This design comes from an exercise in tuning for small area, a short achievable clock period and few clock cycles per item on the open sky130 flow, not from production work.
RTL that was checked went through simulation tests only; none was proved equivalent to the original.
Power figures rest on the tool's default switching activity, not on a simulated workload.

Setup of try-harbor:
// deq_top
module deq_top (
	input  logic        clk,
	input  logic        arst_n,
	input  logic        cmd_valid,
	output logic        cmd_stall,
	input  logic [34:0] cmd_item,
	output logic        res_valid,
	input  logic        res_stall,
	output logic [39:0] res_item
);
Size in the first run: about 1300 cells after synthesis, ~81 I/O pins.
==> flow/config.mk <==
export PLATFORM = sky130hd
export DESIGN_NAME = deq_top
export DESIGN_NICKNAME = deq_top
export VERILOG_FILES = /design/flow/design.v
export SDC_FILE = /design/flow/constraint.sdc
export NUM_CORES = 4
export LEC_CHECK = 0
export CAP_MARGIN = 20
export CORE_MARGIN = 2
export CORE_UTILIZATION = 55
export SETUP_SLACK_MARGIN = 2.2
export SLEW_MARGIN = 20
export TNS_END_PERCENT = 0
==> flow/constraint.sdc <==
create_clock -name core_clock -period 4.0 [get_ports {clk}]
set_input_delay 0.8000 -clock core_clock [delete_from_list [all_inputs] [get_ports {clk}]]
set_output_delay 0.8000 -clock core_clock [all_outputs]
set_load 0.01 [all_outputs]
run.sh (not shown) runs the stock make flow with config.mk's settings and CLKGATE_MAP_FILE= SYNTH_SCRIPT=/design/flow/synth_recipe.tcl, a recipe that flattens the netlist after the stock synthesis.
The final layout from try-harbor, which completed every stage, passed the timing, DRC and antenna checks at the end of the flow.
Testbench counts of try-harbor, summed over its fixed seeds: cycles 38,109, items 24,000.
#### Input delta (try-yarrow over try-harbor)
Settings: a change of CORE_UTILIZATION from 55 to 40.
==> comparison <==
- Summary of try-yarrow over try-harbor: final instance count without filler cells shows an increase of 12%; power drawn by the sequential cells comparable; ratio of final minimum period to clock period went down.
- Compared with try-harbor, in try-yarrow synthesized cell count about even; proportion of power drawn by flip-flops and latches decreased 0.8 points; post-layout total power grew by about 1.4%; weighted congestion at the end of routability-driven global placement fell 0.012; hold slack went up.
- Setup slack: try-yarrow more than try-harbor
- try-yarrow — count of buffers not belonging to the clock network in the layout 3.9% higher, try-harbor as reference

---

deq_top, a different RTL version from the one above (not shown whole).
Size: roughly 1200 cells after synthesis, ~81 I/O pins, about 0.022 sq mm of cells after synthesis.
make LEC_CHECK=0 CAP_MARGIN=20 CORE_MARGIN=2 CORE_UTILIZATION=45 CTS_CLUSTER_DIAMETER=100 CTS_CLUSTER_SIZE=20 SETUP_SLACK_MARGIN=2.0 SLEW_MARGIN=20 finish   # period 4.0 ns
Testbench counts at the start, summed over its fixed seeds: cycles 38,109, items 24,000.
Next try:
--- a/flow/config.mk
+++ b/flow/config.mk
@@ -8,7 +8,8 @@
 export CAP_MARGIN = 20
 export CORE_MARGIN = 2
-export CORE_UTILIZATION = 45
+export CORE_UTILIZATION = 40
 export CTS_CLUSTER_DIAMETER = 100
 export CTS_CLUSTER_SIZE = 20
+export PLACE_DENSITY = 0.7
 export SETUP_SLACK_MARGIN = 2.0
 export SLEW_MARGIN = 20
Outcome:
- The new run completed with no timing, DRC or antenna violations
- design area hardly moves
- core utilization goes down by 6.0 points
- area after synthesis stays the same
- sequential share of layout area goes up by 0.17 points
- setup slack gains 0.020 ns
- fmax goes up by 0.95%
Next try:
--- a/flow/config.mk
+++ b/flow/config.mk
@@ -11,5 +11,5 @@
 export CTS_CLUSTER_DIAMETER = 100
 export CTS_CLUSTER_SIZE = 20
-export PLACE_DENSITY = 0.7
-export SETUP_SLACK_MARGIN = 2.0
+export SETUP_SLACK_MARGIN = 2.2
 export SLEW_MARGIN = 20
+export TNS_END_PERCENT = 0
Result: Cell area is lower by 1.3%; non-clock buffer count is lower by 15; sequential share of layout area is higher by 0.88 points; setup slack gets worse by 0.069 ns; register-to-register slack gets worse by 0.10 ns; clock-buffer cell count is lower by 10.
Next try:
--- a/flow/config.mk
+++ b/flow/config.mk
@@ -11,5 +11,5 @@
 export CTS_CLUSTER_DIAMETER = 100
 export CTS_CLUSTER_SIZE = 20
-export SETUP_SLACK_MARGIN = 2.2
+export SETUP_SLACK_MARGIN = 2.0
 export SLEW_MARGIN = 20
 export TNS_END_PERCENT = 0
Effect: Sequential share of layout area barely changes; power hardly moves; critical path depth came out lower by 2; global-route usage came out lower by 0.17 points; first-iteration DRC count came out higher by 8.4%.
Next try:
--- a/flow/config.mk
+++ b/flow/config.mk
@@ -13,3 +13,2 @@
 export SETUP_SLACK_MARGIN = 2.0
 export SLEW_MARGIN = 20
-export TNS_END_PERCENT = 0
What happened:
- The changed run produced a clean layout
- final area is about the same
- via count came out higher by 0.66%
- synthesized area stays the same
- sequential cell count does not change
- worst setup slack improved by 0.19 ns
- maximum frequency came out higher by 9.1%

---

Setup of build 87:
The RTL this note starts from:
==> flow/design.v <==
package deq_pkg;
	localparam logic [2:0] CMD_PUSH_BACK  = 3'd0;
	localparam logic [2:0] CMD_PUSH_FRONT = 3'd1;
	localparam logic [2:0] CMD_POP_FRONT  = 3'd2;
	localparam logic [2:0] CMD_POP_BACK   = 3'd3;
	localparam logic [2:0] CMD_DUMP       = 3'd4;
	localparam logic [1:0] STAT_OK    = 2'd0;
	localparam logic [1:0] STAT_FULL  = 2'd1;
	localparam logic [1:0] STAT_EMPTY = 2'd2;
	localparam int VALUE_W = 32;
	typedef logic [4:0] fill_t;
	typedef struct packed {
		logic [2:0]                cmd;
		logic signed [VALUE_W-1:0] item_value;
	} in_item_t;
	typedef struct packed {
		logic signed [VALUE_W-1:0] out_value;
		logic [1:0]                status;
		logic                      last_of_run;
		fill_t                     fill_count;
	} out_item_t;
endpackage
module deq_ram #(
	parameter int WIDTH = 32,
	parameter int DEPTH = 16
) (
	input  logic             clk,
	input  logic [DEPTH-1:0] we,
	input  logic [WIDTH-1:0] wdata,
	input  logic [DEPTH-1:0] rsel,
	output logic [WIDTH-1:0] rdata
);
	logic [WIDTH-1:0] mem_q [DEPTH];
	always_ff @(posedge clk) begin
		for (int i = 0; i < DEPTH; i++) begin
			if (we[i]) begin
				mem_q[i] <= wdata;
			end
		end
	end
	always_comb begin
		rdata = '0;
		for (int i = 0; i < DEPTH; i++) begin
			rdata = rdata | (mem_q[i] & {WIDTH{rsel[i]}});
		end
	end
endmodule
module deq_ctrl #(
	parameter int DEPTH = 16
) (
	input  logic                        clk,
	input  logic                        arst_n,
	input  logic                        cmd_valid,
	output logic                        cmd_stall,
	input  deq_pkg::in_item_t           cmd_item,
	output logic                        res_valid,
	input  logic                        res_stall,
	output deq_pkg::out_item_t          res_item,
	output logic [DEPTH-1:0]            ram_we,
	output logic [deq_pkg::VALUE_W-1:0] ram_wdata,
	output logic [DEPTH-1:0]            ram_rsel,
	input  logic [deq_pkg::VALUE_W-1:0] ram_rdata
);
	logic [3:0]       front_q, back_q;
	logic [4:0]       cnt_q;
	logic             w_v;
	logic [3:0]       w_idx;
	logic [deq_pkg::VALUE_W-1:0] w_data;
	logic             s1_v;
	logic [DEPTH-1:0] s1_rsel;
	logic [1:0]       s1_status;
	logic             s1_last;
	logic [3:0]       s1_left;
	logic                        o_v;
	logic [deq_pkg::VALUE_W-1:0] o_val;
	logic [1:0]                  o_status;
	logic                        o_last;
	logic [4:0]                  o_fill;
	logic             full, empty;
	logic             o_free, s1_adv, accept;
	logic [3:0]       front_m1, back_m1;
	logic [DEPTH-1:0] oh_front, oh_front_m1, oh_back, oh_back_m1;
	assign full  = cnt_q[4];
	assign empty = (cnt_q == 5'd0);
	assign front_m1 = front_q - 4'd1;
	assign back_m1  = back_q - 4'd1;
	always_comb begin
		for (int i = 0; i < DEPTH; i++) begin
			oh_front[i]    = (front_q == i[3:0]);
			oh_front_m1[i] = (front_m1 == i[3:0]);
			oh_back[i]     = (back_q == i[3:0]);
			oh_back_m1[i]  = (back_m1 == i[3:0]);
		end
	end
	assign o_free    = !o_v || !res_stall;
	assign s1_adv    = s1_v && o_free;
	assign cmd_stall = s1_v && (!o_free || !s1_last);
	assign accept    = cmd_valid && !cmd_stall;
	always_comb begin
		for (int i = 0; i < DEPTH; i++) begin
			ram_we[i] = w_v && (w_idx == i[3:0]);
		end
	end
	assign ram_wdata = w_data;
	assign ram_rsel = s1_rsel;
	assign res_valid            = o_v;
	assign res_item.out_value   = o_val;
	assign res_item.status      = o_status;
	assign res_item.last_of_run = o_last;
	assign res_item.fill_count  = o_fill;
	always_ff @(posedge clk or negedge arst_n) begin
		if (!arst_n) begin
			front_q <= '0;
			back_q  <= '0;
			cnt_q   <= '0;
			s1_v    <= 1'b0;
			o_v     <= 1'b0;
			w_v     <= 1'b0;
		end else begin
			w_v <= accept && !full &&
			       (cmd_item.cmd == deq_pkg::CMD_PUSH_BACK || cmd_item.cmd == deq_pkg::CMD_PUSH_FRONT);
			if (o_free) begin
				o_v <= s1_v;
			end
			if (accept) begin
				s1_v <= 1'b1;
				case (cmd_item.cmd)
					deq_pkg::CMD_PUSH_BACK: begin
						if (!full) begin
							back_q <= back_q + 4'd1;
							cnt_q  <= cnt_q + 5'd1;
						end
					end
					deq_pkg::CMD_PUSH_FRONT: begin
						if (!full) begin
							front_q <= front_m1;
							cnt_q   <= cnt_q + 5'd1;
						end
					end
					deq_pkg::CMD_POP_FRONT: begin
						if (!empty) begin
							front_q <= front_q + 4'd1;
							cnt_q   <= cnt_q - 5'd1;
						end
					end
					deq_pkg::CMD_POP_BACK: begin
						if (!empty) begin
							back_q <= back_m1;
							cnt_q  <= cnt_q - 5'd1;
						end
					end
					deq_pkg::CMD_DUMP: ;
					default: s1_v <= 1'b0;
				endcase
			end else if (s1_adv && s1_last) begin
				s1_v <= 1'b0;
			end
		end
	end
	always_ff @(posedge clk) begin
		w_data <= cmd_item.item_value;
		w_idx  <= (cmd_item.cmd == deq_pkg::CMD_PUSH_BACK) ? back_q : front_m1;
	end
	always_ff @(posedge clk) begin
		if (accept) begin
			s1_rsel   <= '0;
			s1_last   <= 1'b1;
			s1_status <= deq_pkg::STAT_OK;
			s1_left   <= cnt_q[3:0] - 4'd1;
			case (cmd_item.cmd)
				deq_pkg::CMD_PUSH_BACK, deq_pkg::CMD_PUSH_FRONT: begin
					if (full) s1_status <= deq_pkg::STAT_FULL;
				end
				deq_pkg::CMD_POP_FRONT: begin
					if (empty) s1_status <= deq_pkg::STAT_EMPTY;
					else s1_rsel <= oh_front;
				end
				deq_pkg::CMD_POP_BACK: begin
					if (empty) s1_status <= deq_pkg::STAT_EMPTY;
					else s1_rsel <= oh_back_m1;
				end
				deq_pkg::CMD_DUMP: begin
					if (empty) begin
						s1_status <= deq_pkg::STAT_EMPTY;
					end else begin
						s1_rsel <= oh_front;
						s1_last <= (cnt_q == 5'd1);
					end
				end
				default: ;
			endcase
		end else if (s1_adv) begin
			s1_rsel <= {s1_rsel[DEPTH-2:0], s1_rsel[DEPTH-1]};
			s1_left <= s1_left - 4'd1;
			s1_last <= (s1_left == 4'd1);
		end
	end
	always_ff @(posedge clk) begin
		if (o_free) begin
			o_val    <= ram_rdata;
			o_status <= s1_status;
			o_last   <= s1_last;
			o_fill   <= cnt_q;
		end
	end
endmodule
module double_ended_queue_core #(
	parameter int DEPTH = 16
) (
	input  logic               clk,
	input  logic               arst_n,
	input  logic               cmd_valid,
	output logic               cmd_stall,
	input  deq_pkg::in_item_t  cmd_item,
	output logic               res_valid,
	input  logic               res_stall,
	output deq_pkg::out_item_t res_item
);
	logic [DEPTH-1:0]            ram_we;
	logic [deq_pkg::VALUE_W-1:0] ram_wdata;
	logic [DEPTH-1:0]            ram_rsel;
	logic [deq_pkg::VALUE_W-1:0] ram_rdata;
	deq_ctrl #(
		.DEPTH (DEPTH)
	) u_ctrl (
		.clk       (clk),
		.arst_n    (arst_n),
		.cmd_valid (cmd_valid),
		.cmd_stall (cmd_stall),
		.cmd_item  (cmd_item),
		.res_valid (res_valid),
		.res_stall (res_stall),
		.res_item  (res_item),
		.ram_we    (ram_we),
		.ram_wdata (ram_wdata),
		.ram_rsel  (ram_rsel),
		.ram_rdata (ram_rdata)
	);
	deq_ram #(
		.WIDTH (deq_pkg::VALUE_W),
		.DEPTH (DEPTH)
	) u_ram (
		.clk   (clk),
		.we    (ram_we),
		.wdata (ram_wdata),
		.rsel  (ram_rsel),
		.rdata (ram_rdata)
	);
endmodule
module deq_top (
	input  logic        clk,
	input  logic        arst_n,
	input  logic        cmd_valid,
	output logic        cmd_stall,
	input  logic [34:0] cmd_item,
	output logic        res_valid,
	input  logic        res_stall,
	output logic [39:0] res_item
);
	deq_pkg::in_item_t  cmd_s;
	deq_pkg::out_item_t res_s;
	assign cmd_s    = cmd_item;
	assign res_item = res_s;
	double_ended_queue_core #(
		.DEPTH (16)
	) u_core (
		.clk       (clk),
		.arst_n    (arst_n),
		.cmd_valid (cmd_valid),
		.cmd_stall (cmd_stall),
		.cmd_item  (cmd_s),
		.res_valid (res_valid),
		.res_stall (res_stall),
		.res_item  (res_s)
	);
endmodule
clock: 4.0 ns
lec_check: 0
cap_margin: 20
core_margin: 2
core_utilization: 40
setup_slack_margin: 2.3
slew_margin: 20
Build 87 has completed all stages; timing, DRC and antenna checks passed.
Input-level comparison between build 61 and build 87:
# build 87
export LEC_CHECK = 0
export CAP_MARGIN = 20
export CORE_MARGIN = 2
export CORE_UTILIZATION = 40
export SETUP_SLACK_MARGIN = 2.3
export SLEW_MARGIN = 20
create_clock -name core_clock -period 4.0 [get_ports {clk}]
# build 61
export LEC_CHECK = 0
export CAP_MARGIN = 20
export CORE_MARGIN = 2
export CORE_UTILIZATION = 40
export CTS_BUF_LIST = sky130_fd_sc_hd__clkbuf_8
export CTS_CLUSTER_SIZE = 30
export SETUP_SLACK_MARGIN = 2.0
export SLEW_MARGIN = 20
create_clock -name core_clock -period 4.0 [get_ports {clk}]
==> run notes <==
Of build 61 and build 87, it is build 61 that has the lower worst hold slack.
Sequential cell area in the final layout across build 87 and build 61: no real change.
Diff build 87 -> build 61: worst setup slack after placement moved up, core utilization shows a reduction of 6.5 points, switching share of total power went up 0.61 points.
Number of non-filler instances in the completed layout of build 61 falls short of that of build 87 by a few percent.
Build 87 and build 61 ended up with nearly the same die width.
## Diff of input files: build 78 against build 61
# build 61
export LEC_CHECK = 0
export CAP_MARGIN = 20
export CORE_MARGIN = 2
export CORE_UTILIZATION = 40
export CTS_BUF_LIST = sky130_fd_sc_hd__clkbuf_8
export CTS_CLUSTER_SIZE = 30
export SETUP_SLACK_MARGIN = 2.0
export SLEW_MARGIN = 20
create_clock -name core_clock -period 4.0 [get_ports {clk}]
# build 78
export LEC_CHECK = 0
export CAP_MARGIN = 20
export CORE_MARGIN = 2
export CORE_UTILIZATION = 40
export SETUP_SLACK_MARGIN = 2.0
export SLEW_MARGIN = 20
create_clock -name core_clock -period 4.0 [get_ports {clk}]
Notes after the runs:
Build 78 reached the end of the flow, and the finished layout is clean on the timing, DRC and antenna checks.
Sort build 78 and build 61 by post-route met1 wirelength asc -> top: build 61
Compared with build 61, in build 78 sequential share of layout area shows a reduction of 0.47 points; layout filler cell count shows a reduction of 0.39%; setup slack shows an increase of 0.084 ns; first-pass GRT wire length shows a reduction of 1.4%; area added between synthesis and finish shows an increase of 0.81 points.
Build 78 and build 61 ended up with nearly the same area of all sequential standard cells.
| global-route usage | lower: build 78 |
From build 61 to build 78 the numbers moved as follows: ratio of final minimum period to clock period now smaller, clock network power rose by 15%.
No functional check of the RTL was part of any run of this note.

-- separate check: timing with driven ports --
No port has a modelled driver above. Below, the same layouts with a new extraction and two added sets of constraints. Step 1 (the two cells are an assumption about what drives the block):
set clk [get_ports {clk}]
set_driving_cell -lib_cell sky130_fd_sc_hd__clkbuf_16 $clk
set_driving_cell -lib_cell sky130_fd_sc_hd__buf_2 [delete_from_list [all_inputs] $clk]
Step 2 times the ports against the registers' clock, not the clock port: input delays grow and output delays shrink by t, the midpoint of the rising clock arrivals with the driver on. Three values: no drivers, after step 1, after step 2; two values: the first two.
run	shift t [ns]	setup slack, ns	hold slack, ns	worst register clock-pin slew, ns	pins driven straight from the clock port
try-harbor	0.662	1.873 / 1.820 / 1.341	0.446 / 0.446 / 0.446	0.06 / 0.06	1
try-yarrow	0.668	1.901 / 1.844 / 1.333	0.452 / 0.452 / 0.452	0.07 / 0.07	1
the first run of note 2	0.631	1.894 / 1.836 / 1.495	0.425 / 0.425 / 0.425	0.09 / 0.09	1
the second run of note 2	0.603	1.914 / 1.887 / 1.487	0.431 / 0.431 / 0.431	0.09 / 0.09	1
the third run of note 2	0.629	1.845 / 1.826 / 1.244	0.433 / 0.433 / 0.433	0.09 / 0.09	1
the fourth run of note 2	0.627	1.716 / 1.664 / 1.255	0.427 / 0.427 / 0.427	0.09 / 0.09	1
the fifth run of note 2	0.628	1.906 / 1.845 / 1.483	0.429 / 0.429 / 0.429	0.09 / 0.09	1
build 87	0.655	1.802 / 1.745 / 1.482	0.516 / 0.516 / 0.516	0.06 / 0.06	1
build 61	0.720	1.765 / 1.713 / 1.151	0.488 / 0.488 / 0.488	0.07 / 0.07	1
build 78	0.653	1.849 / 1.786 / 1.505	0.480 / 0.480 / 0.480	0.06 / 0.06	1
After both steps every run listed still meets setup and hold. The setup slack of build 61, which loses most, moves by -0.052 ns with the drivers and by -0.614 ns with both steps.
